Context: an optimization exercise on an open-source flow, tuned for small area, a short achievable clock period and few clock cycles per item. The choices shown serve that exercise and are no tape-out recipe. Only simulation tests tie the RTL to the original design; equivalence was not proved.

`flow/design.v`:
```
package move_sort_pkg;
   localparam int EVAL_WIDTH = 16;
   typedef logic [EVAL_WIDTH-1:0] eval_t;
   typedef logic [5:0] square_t;
   typedef struct packed {
      square_t from_sq;
      square_t to_sq;
      logic    white_in_check;
      logic    black_in_check;
      eval_t   eval;
   } move_entry_t;
   localparam int ENTRY_WIDTH = 2 * 6 + 2 + EVAL_WIDTH;
   typedef enum logic [2:0] {
      idle,
      outer_init,
      read_wait,
      compare,
      inner,
      outer_check,
      done
   } sort_state_t;
endpackage
`timescale 1ns/10ps
module move_ram #(
   parameter int MAX_POSITIONS_LOG2 = 6
) (
   input  logic                                 clk,
   input  logic                                 a_wr_en,
   input  logic [MAX_POSITIONS_LOG2-1:0]        a_addr,
   input  logic [move_sort_pkg::ENTRY_WIDTH-1:0] a_wr_data,
   input  logic                                 b_wr_en,
   input  logic [MAX_POSITIONS_LOG2-1:0]        b_addr,
   input  logic [move_sort_pkg::ENTRY_WIDTH-1:0] b_wr_data,
   output logic [move_sort_pkg::ENTRY_WIDTH-1:0] a_rd_data,
   output logic [move_sort_pkg::ENTRY_WIDTH-1:0] b_rd_data
);
   logic [move_sort_pkg::ENTRY_WIDTH-1:0] mem [0:(1 << MAX_POSITIONS_LOG2)-1];
   always_ff @(posedge clk)
   begin
      if (a_wr_en)
         mem[a_addr] <= a_wr_data;
      if (b_wr_en)
         mem[b_addr] <= b_wr_data;
      a_rd_data <= mem[a_addr];
      b_rd_data <= mem[b_addr];
   end
endmodule
`timescale 1ns/10ps
module move_sort #(
   parameter int MAX_POSITIONS_LOG2 = 6
) (
   input  logic                           clk,
   input  logic                           reset,
   input  logic                           sort_start,
   input  logic                           sort_clear,
   input  logic                           white_to_move,
   input  logic                           ram_wr_addr_init,
   input  logic                           ram_wr,
   input  move_sort_pkg::move_entry_t     ram_wr_data,
   input  logic [MAX_POSITIONS_LOG2-1:0]  ram_rd_addr,
   output move_sort_pkg::move_entry_t     ram_rd_data,
   output logic [MAX_POSITIONS_LOG2-1:0]  ram_wr_addr,
   output logic                           sort_complete
);
   move_sort_pkg::sort_state_t state;
   logic sort_start_z;
   logic start_edge;
   logic sort_active;
   logic b_first;
   logic [MAX_POSITIONS_LOG2-1:0] n;
   logic [MAX_POSITIONS_LOG2-1:0] newn;
   logic [MAX_POSITIONS_LOG2-1:0] port_a_addr;
   logic                          port_a_wr_en;
   move_sort_pkg::move_entry_t    port_a_wr_data;
   logic [MAX_POSITIONS_LOG2-1:0] port_b_addr;
   logic                          port_b_wr_en;
   move_sort_pkg::move_entry_t    port_b_wr_data;
   logic [MAX_POSITIONS_LOG2-1:0] ram_a_addr;
   logic                          ram_a_wr_en;
   move_sort_pkg::move_entry_t    ram_a_wr_data;
   logic [MAX_POSITIONS_LOG2-1:0] ram_b_addr;
   logic                          ram_b_wr_en;
   move_sort_pkg::move_entry_t    ent_a;
   move_sort_pkg::move_entry_t    ent_b;
   assign start_edge = sort_start && !sort_start_z;
   assign sort_active = (state != move_sort_pkg::idle) && (state != move_sort_pkg::done);
   assign ram_a_addr    = sort_active ? port_a_addr : ram_wr_addr;
   assign ram_a_wr_en   = sort_active ? port_a_wr_en : ram_wr;
   assign ram_a_wr_data = sort_active ? port_a_wr_data : ram_wr_data;
   assign ram_b_addr    = sort_active ? port_b_addr : ram_rd_addr;
   assign ram_b_wr_en   = sort_active && port_b_wr_en;
   assign ram_rd_data = ent_b;
   always_comb
   begin
      if (white_to_move)
         b_first = ($signed(ent_b.eval) > $signed(ent_a.eval)) ||
                   (ent_b.eval == ent_a.eval && ent_b.black_in_check &&
                    !ent_a.black_in_check);
      else
         b_first = ($signed(ent_b.eval) < $signed(ent_a.eval)) ||
                   (ent_b.eval == ent_a.eval && ent_b.white_in_check &&
                    !ent_a.white_in_check);
   end
   always_ff @(posedge clk)
   begin
      if (reset)
         ram_wr_addr <= '0;
      else if (ram_wr_addr_init)
         ram_wr_addr <= '0;
      else if (ram_wr)
         ram_wr_addr <= ram_wr_addr + 1'b1;
   end
   always_ff @(posedge clk)
   begin
      if (reset)
      begin
         state         <= move_sort_pkg::idle;
         sort_start_z  <= 1'b0;
         sort_complete <= 1'b0;
         port_a_wr_en  <= 1'b0;
         port_b_wr_en  <= 1'b0;
      end
      else
      begin
         sort_start_z <= sort_start;
         case (state)
            move_sort_pkg::idle:
            begin
               port_a_wr_en <= 1'b0;
               port_b_wr_en <= 1'b0;
               n            <= ram_wr_addr;
               if (start_edge)
               begin
                  if (ram_wr_addr <= 1)
                     state <= move_sort_pkg::done;
                  else
                     state <= move_sort_pkg::outer_init;
               end
            end
            move_sort_pkg::outer_init:
            begin
               newn        <= '0;
               port_a_addr <= '0;
               port_b_addr <= 1;
               state       <= move_sort_pkg::read_wait;
            end
            move_sort_pkg::read_wait:
               state <= move_sort_pkg::compare;
            move_sort_pkg::compare:
            begin
               if (b_first)
               begin
                  port_a_wr_en   <= 1'b1;
                  port_b_wr_en   <= 1'b1;
                  port_a_wr_data <= ent_b;
                  port_b_wr_data <= ent_a;
                  newn           <= port_b_addr;
                  state          <= move_sort_pkg::inner;
               end
               else
               begin
                  port_a_addr <= port_a_addr + 1'b1;
                  port_b_addr <= port_b_addr + 1'b1;
                  if (port_b_addr == n - 1'b1)
                     state <= move_sort_pkg::outer_check;
                  else
                     state <= move_sort_pkg::read_wait;
               end
            end
            move_sort_pkg::inner:
            begin
               port_a_wr_en <= 1'b0;
               port_b_wr_en <= 1'b0;
               port_a_addr  <= port_a_addr + 1'b1;
               port_b_addr  <= port_b_addr + 1'b1;
               if (port_b_addr == n - 1'b1)
                  state <= move_sort_pkg::outer_check;
               else
                  state <= move_sort_pkg::read_wait;
            end
            move_sort_pkg::outer_check:
            begin
               n <= newn;
               if (newn > 1)
                  state <= move_sort_pkg::outer_init;
               else
                  state <= move_sort_pkg::done;
            end
            move_sort_pkg::done:
            begin
               sort_complete <= 1'b1;
               if (sort_clear)
               begin
                  sort_complete <= 1'b0;
                  state         <= move_sort_pkg::idle;
               end
            end
            default:
               state <= move_sort_pkg::idle;
         endcase
      end
   end
   move_ram #(
      .MAX_POSITIONS_LOG2 (MAX_POSITIONS_LOG2)
   ) u_move_ram (
      .clk       (clk),
      .a_wr_en   (ram_a_wr_en),
      .a_addr    (ram_a_addr),
      .a_wr_data (ram_a_wr_data),
      .b_wr_en   (ram_b_wr_en),
      .b_addr    (ram_b_addr),
      .b_wr_data (port_b_wr_data),
      .a_rd_data (ent_a),
      .b_rd_data (ent_b)
   );
endmodule
`timescale 1ns/10ps
module move_collector #(
   parameter int MAX_POSITIONS_LOG2 = 6
) (
   input  logic                           clk,
   input  logic                           reset,
   input  logic                           list_open,
   input  logic                           list_close,
   input  logic                           move_valid,
   input  move_sort_pkg::move_entry_t     move_in,
   input  logic [MAX_POSITIONS_LOG2-1:0]  ram_wr_addr,
   input  logic                           sort_complete,
   output logic                           ram_wr_addr_init,
   output logic                           ram_wr,
   output move_sort_pkg::move_entry_t     ram_wr_data,
   output logic                           sort_start,
   output logic                           overflow
);
   localparam logic [MAX_POSITIONS_LOG2-1:0] CAPACITY = '1;
   logic                          list_is_open;
   logic                          close_seen;
   logic                          accept;
   logic [MAX_POSITIONS_LOG2-1:0] fill;
   assign ram_wr_addr_init = list_open;
   assign accept           = list_is_open && move_valid;
   assign fill = ram_wr_addr + MAX_POSITIONS_LOG2'(ram_wr);
   always_ff @(posedge clk)
   begin
      if (reset)
      begin
         list_is_open <= 1'b0;
         close_seen   <= 1'b0;
         ram_wr       <= 1'b0;
         sort_start   <= 1'b0;
         overflow     <= 1'b0;
      end
      else
      begin
         ram_wr     <= accept && fill != CAPACITY;
         close_seen <= list_close && list_is_open;
         if (list_open)
         begin
            list_is_open <= 1'b1;
            overflow     <= 1'b0;
         end
         else if (list_close)
            list_is_open <= 1'b0;
         if (accept && fill == CAPACITY)
            overflow <= 1'b1;
         if (close_seen)
            sort_start <= 1'b1;
         else if (sort_complete)
            sort_start <= 1'b0;
      end
   end
   always_ff @(posedge clk)
   begin
      if (accept)
         ram_wr_data <= move_in;
   end
endmodule
`timescale 1ns/10ps
module move_reader #(
   parameter int MAX_POSITIONS_LOG2 = 6
) (
   input  logic                           clk,
   input  logic                           reset,
   input  logic                           sort_complete,
   input  logic [MAX_POSITIONS_LOG2-1:0]  count,
   input  move_sort_pkg::move_entry_t     ram_rd_data,
   output logic [MAX_POSITIONS_LOG2-1:0]  ram_rd_addr,
   output logic                           sort_clear,
   output logic                           out_valid,
   output move_sort_pkg::move_entry_t     out_entry,
   output logic                           out_last,
   output logic                           list_done
);
   typedef enum logic [1:0] {
      rd_idle,
      rd_issue,
      rd_wait
   } rd_state_t;
   rd_state_t state;
   logic [MAX_POSITIONS_LOG2-1:0] rd_addr;
   logic start;
   logic issue;
   logic issue_last;
   logic data_valid;
   logic data_last;
   logic empty_done;
   assign start       = (state == rd_idle) && sort_complete;
   assign issue       = (start && count != '0) || (state == rd_issue);
   assign issue_last  = issue && (rd_addr == count - 1'b1);
   assign ram_rd_addr = rd_addr;
   always_ff @(posedge clk)
   begin
      if (reset)
      begin
         state      <= rd_idle;
         rd_addr    <= '0;
         data_valid <= 1'b0;
         data_last  <= 1'b0;
         out_valid  <= 1'b0;
         out_last   <= 1'b0;
         empty_done <= 1'b0;
         list_done  <= 1'b0;
         sort_clear <= 1'b0;
      end
      else
      begin
         data_valid <= issue;
         data_last  <= issue_last;
         out_valid  <= data_valid;
         out_last   <= data_last;
         empty_done <= start && count == '0;
         list_done  <= out_last || empty_done;
         sort_clear <= out_last || empty_done;
         case (state)
            rd_idle:
            begin
               if (start)
               begin
                  if (count == '0 || issue_last)
                     state <= rd_wait;
                  else
                  begin
                     state   <= rd_issue;
                     rd_addr <= rd_addr + 1'b1;
                  end
               end
            end
            rd_issue:
            begin
               if (issue_last)
               begin
                  state   <= rd_wait;
                  rd_addr <= '0;
               end
               else
                  rd_addr <= rd_addr + 1'b1;
            end
            rd_wait:
            begin
               if (!sort_complete)
                  state <= rd_idle;
            end
            default:
               state <= rd_idle;
         endcase
      end
   end
   always_ff @(posedge clk)
   begin
      if (data_valid)
         out_entry <= ram_rd_data;
   end
endmodule
`timescale 1ns/10ps
module move_list_top (
   input  logic                        clk,
   input  logic                        reset,
   input  logic                        list_open,
   input  logic                        list_close,
   input  logic                        move_valid,
   input  logic [29:0]                 move_in,
   input  logic                        white_to_move,
   output logic                        out_valid,
   output logic [29:0]                 out_entry,
   output logic                        out_last,
   output logic                        list_done,
   output logic                        overflow
);
   localparam int MAX_POSITIONS_LOG2 = 5;
   logic                          ram_wr_addr_init;
   logic                          ram_wr;
   move_sort_pkg::move_entry_t    ram_wr_data;
   logic                          sort_start;
   logic [MAX_POSITIONS_LOG2-1:0] ram_wr_addr;
   logic                          sort_complete;
   move_sort_pkg::move_entry_t    ram_rd_data;
   logic [MAX_POSITIONS_LOG2-1:0] ram_rd_addr;
   logic                          sort_clear;
   move_collector #(
      .MAX_POSITIONS_LOG2 (MAX_POSITIONS_LOG2)
   ) u_move_collector (
      .clk              (clk),
      .reset            (reset),
      .list_open        (list_open),
      .list_close       (list_close),
      .move_valid       (move_valid),
      .move_in          (move_in),
      .ram_wr_addr      (ram_wr_addr),
      .sort_complete    (sort_complete),
      .ram_wr_addr_init (ram_wr_addr_init),
      .ram_wr           (ram_wr),
      .ram_wr_data      (ram_wr_data),
      .sort_start       (sort_start),
      .overflow         (overflow)
   );
   move_sort #(
      .MAX_POSITIONS_LOG2 (MAX_POSITIONS_LOG2)
   ) u_move_sort (
      .clk              (clk),
      .reset            (reset),
      .sort_start       (sort_start),
      .sort_clear       (sort_clear),
      .white_to_move    (white_to_move),
      .ram_wr_addr_init (ram_wr_addr_init),
      .ram_wr           (ram_wr),
      .ram_wr_data      (ram_wr_data),
      .ram_rd_addr      (ram_rd_addr),
      .ram_rd_data      (ram_rd_data),
      .ram_wr_addr      (ram_wr_addr),
      .sort_complete    (sort_complete)
   );
   move_reader #(
      .MAX_POSITIONS_LOG2 (MAX_POSITIONS_LOG2)
   ) u_move_reader (
      .clk           (clk),
      .reset         (reset),
      .sort_complete (sort_complete),
      .count         (ram_wr_addr),
      .ram_rd_data   (ram_rd_data),
      .ram_rd_addr   (ram_rd_addr),
      .sort_clear    (sort_clear),
      .out_valid     (out_valid),
      .out_entry     (out_entry),
      .out_last      (out_last),
      .list_done     (list_done)
   );
endmodule
```
`flow/run.sh`:
```
#!/bin/bash
# synth_recipe.tcl (not shown) runs the flow's synth.tcl, then flattens the netlist and writes it again
# the make line also repeats each setting of config.mk as NAME=value (left out here)
make -C /OpenROAD-flow-scripts/flow DESIGN_CONFIG=/design/flow/config.mk WORK_HOME=/design/flow/orfs CLKGATE_MAP_FILE= SYNTH_SCRIPT=/design/flow/synth_recipe.tcl finish
```
`flow/config.mk`:
```
export PLATFORM = sky130hd
export DESIGN_NAME = move_list_top
export DESIGN_NICKNAME = move_list_top
export VERILOG_FILES = /design/flow/design.v
export SDC_FILE = /design/flow/constraint.sdc
export NUM_CORES = 4
export LEC_CHECK = 0
export CAP_MARGIN = 20
export CORE_MARGIN = 2
export CORE_UTILIZATION = 30
export SLEW_MARGIN = 20
```
`flow/constraint.sdc`:
```
create_clock -name core_clock -period 6.0 [get_ports {clk}]
set_input_delay 1.2000 -clock core_clock [delete_from_list [all_inputs] [get_ports {clk}]]
set_output_delay 1.2000 -clock core_clock [all_outputs]
set_load 0.01 [all_outputs]
```
==> run summary <==
[worst max path at each step]
stage / cells after the start / endpoint / from
floorplan: 10 / u_move_sort.port_a_wr_data[0] / u_move_sort.u_move_ram.a_rd_data[1]
global placement: 7 / u_move_sort.u_move_ram.a_rd_data[8] / u_move_sort.state[2]
detailed placement: 8 / u_move_sort.u_move_ram.mem[23][22] / u_move_sort.state[2]
CTS: 8 / u_move_sort.u_move_ram.mem[23][23] / u_move_sort.state[2]
global route: 9 / u_move_sort.u_move_ram.a_rd_data[28] / u_move_sort.state[2]
finish: 9 / u_move_sort.u_move_ram.b_rd_data[10] / u_move_sort.state[2]
[layer usage]
metal | up-vias | global-route usage, %
met3 | 913 | 6.47
met2 | 4262 | 36.0
li1 | 21300 | -
met5 | - | 0
met1 | 25100 | 31.1
met4 | 8 | 13.4
[kinds of logic after synthesis]
logic type      Yosys count  synth area share [%]
simple gates           1408                  9.49
fa+ha+maj                25                 0.502
compound gates         1546                  13.6
xor+xnor                 31                 0.448
flops                  1189                  55.9
mux                     988                  16.0
buf+inv                 646                  4.16
[placed cells by master (no fill, tap or decap), types with 7 or more instances in the layout]
cell / n
bufinv_16: 8
o21ai_0: 13
nor3_1: 13
nor2_1: 1004
and2_1: 10
o21ai_4: 32
clkinv_2: 19
edfxtp_1: 1100
mux2i_1: 942
mux2i_4: 7
nand2_4: 20
dfxtp_1: 88
nand2b_2: 10
clkbuf_16: 139
ha_1: 25
o22ai_1: 467
xor2_1: 17
xnor2_1: 13
nor4_1: 120
buf_12: 23
inv_1: 32
clkbuf_8: 10
nand3_1: 17
clkinv_1: 21
or4_1: 8
a21oi_1: 987
nand4_1: 10
or2_2: 10
mux2i_2: 24
clkbuf_1: 32
buf_8: 11
nand2_1: 117
nor2b_1: 12
buf_4: 175
clkdlybuf4s50_1: 69
nand2_2: 8
mux2_2: 11
nand3_4: 9
[worst max-delay path, cell delays in order (launching register included)]
cell	delay, ns
dfxtp_1	0.47
xnor2_1	0.74
nand2_1	0.58
mux2i_4	0.44
buf_12	0.35
buf_12	0.35
mux2i_1	0.53
o22ai_1	0.14
nor4_1	0.67
nand2_1	0.21
[through the flow]
step | cell area, sq um | hold slack (ns) | utilization [%] | cells | worst slack, ns
finish | 71300 | 0.403 | 34.5 | 8459 | 1.23
global route | 71300 | 0.405 | 34.5 | 8456 | 1.09
CTS | 71100 | 0.401 | 34.4 | 8441 | 1.42
detailed placement | 66700 | 0.391 | 32.2 | 8192 | 1.42
global placement | 66600 | 0.386 | 32.2 | 8189 | 1.26
floorplan | 62300 | 0.386 | - | 5833 | 1.19
[layout make-up]
cell class | instances | area (sq um)
Inverter | 32 | 120
Antenna cell | 4 | 10.0
Sequential cell | 1189 | 34800
Multi-Input combinational cell | 3998 | 25900
Clock inverter | 69 | 696
Fill cell | 20400 | 136000
Timing Repair Buffer | 283 | 2750
Tap cell | 2704 | 3380
Clock buffer | 180 | 3710
[power by group through the flow]
stage	logic [mW]	registers (mW)	clock network [mW]
CTS	12.4	10.8	8.44
global placement	12.2	11.0	0
global route	13.4	10.8	8.76
detailed placement	12.4	11.0	0
floorplan	8.63	10.7	0
finish	12.9	10.8	8.42
[state kept, by name, summed over array words and instances, names as in the netlist, 2 cells and up]
register,cells
u_move_sort.u_move_ram.b_rd_data,30
u_move_collector.ram_wr_data,30
u_move_sort.port_a_wr_data,30
u_move_sort.u_move_ram.mem,960
u_move_sort.port_a_addr,5
u_move_reader.rd_addr,5
u_move_sort.state,3
u_move_sort.n,5
u_move_sort.port_b_wr_data,30
u_move_reader.out_entry,30
u_move_sort.ram_wr_addr,5
u_move_sort.newn,5
u_move_sort.u_move_ram.a_rd_data,30
u_move_reader.state,2
u_move_sort.port_b_addr,5
==> impl_metrics.toml <==
[synthesis]
ys_warn_count = 4
synth-seq-cells = 1189
synth_ff_type = "edfxtp_1"
syn_area_sq_mm = 0.0623
synth_edf_count = 1100
avgSynthCellArea_sq_um = 10.7
synthTopCellsByArea = "edfxtp_1 (53%), mux2i_1 (16%), a21oi_1 (7.9%)"
synth_top_area_cell = "edfxtp_1"
synth_top_area_share_pct = 53.0
synth-seq-area-share_pct = 55.9
synth_most_common_cell = "edfxtp_1"
synth_common_cells = "edfxtp_1 (1100), nor2_1 (1006), a21oi_1 (987)"
ys_async_sr_fraction_pct = 0
postSynthCellCount = 5833
synth_nets = 5894
ys_types = 58

[worst_setup_path]
cp-end-kind = "register"
worst-r2r-setup-slack_ns = 1.23
arrival_ns = 5.41
criticalPathCategory = "register to register"
critPathLaunchType = "register"
crit_fanout = 45
ff2ff_path_depth = 9
timing.rr.end = "u_move_sort.u_move_ram.b_rd_data[10]"
timing.rr.start = "u_move_sort.state[2]"
cp.required_ns = 6.64

[cts]
clk_pin_slew_worst_paths_ns = 0.06
clkSinkCount = 1189
cts_resized = 0
cts_made_buffers = 136
ctsLongestPathBuffers = 3
cts_tree = "built"
cts-root-buf = "clkbuf_16"
htree_levels = 4
hold_buffers = 0
clock_latency_ns = 0.82
post-cts-setup-buffer-count = 0

[outcome]
status = "complete, no violations"

[drt]
viasPerCell = 6.10
routed_wl_mm = 263
drtIter0Drc = 9362
routedLengthMet1_mm = 96.5
topRoutingLayerUsed = "met5"
route.met3.wl_mm = 35.8
drc = 0
wl_met2_mm = 114
num_vias = 51600
ant_nets = 0
drtPass1Iterations = 7
wl_per_cell_um = 31.1

[final_layout]
area_growth_pct = 14.5
drive_gt1_share_pct = 9.89
nets = 5701

[floorplanning]
ios = 70
die_w_um = 460
core_sq_mm = 0.207
initial_core_util_pct = 30.1
chipHeight_um = 460
fp-row-count = 167
die_area_sq_mm = 0.211

[grt]
grt_max_degree = 116
grt_pass1_vias = 47400
grt_first_pass_wirelength_mm = 362
antenna_found_initial = 7
grt-ovfl-total = 0
track_usage_pct = 24.0

[placed_design]
io_buffers = 69
dpl.hpwl_mm = 149
place.gp.congestion = 0.929

[power_and_ir_drop]
p_total_mw = 32.1
swShare_pct = 37.8
p_sw_mw = 12.1
combPwrFrac_pct = 40.2
powerDensity_mw_per_mm2 = 450
p_leak_nw = 28.9
power_frac_seq_pct = 33.6
p_clk_share_pct = 26.2
ir_drop_uv = 505
p_int_mw = 20.0

[hold_path]
holdPathStages = 0
hold_class = "register to register"
min-delay-start = "u_move_sort.u_move_ram.a_rd_data[23]"
min_to = "u_move_sort.port_b_wr_data[23]"

[flow_run]
drv_cap = 0

[sta]
finClkSkew_ns = 0.0464
max_clock_freq_mhz = 210
drv_slew = 0
finalSetupViolations = 0
finalHoldViolCount = 0
period_share_pct = 79.5
slew_headroom_pct = 16.3
grt_setup_unrepaired = "no"
tightest_slew_ns = 1.26
fin_setup_tns_ns = 0
fin_crit_ns = 4.77
Testbench counts, summed over its fixed seeds: cycles 86,707, lists 160.

-- static timing again, ports no longer ideal --
How much do the figures lean on ideal ports? The routed layout below was timed once more, with nothing changed but the port constraints.
Step 1: set_driving_cell puts a clkbuf_16 on clk and a buf_2 on each other input, an assumption about the parent block.
Step 2 also shifts input and output timing later by t, the mid clock arrival at the registers, as if the neighbouring blocks saw the same clock.
Three values: ideal, step 1, step 2; two values: the first two.
t (ns): 0.879
setup WS [ns]: 1.228 / 1.228 / 1.228
worst hold slack (ns): 0.403 / 0.403 / 0.403
worst setup path at the end: register to register
worst slew at a driven data input, ns: 0.07
After both steps setup and hold are still met in this run. For this run, drivers alone change the setup slack by 0.000 ns; drivers and shift together by 0.000 ns.
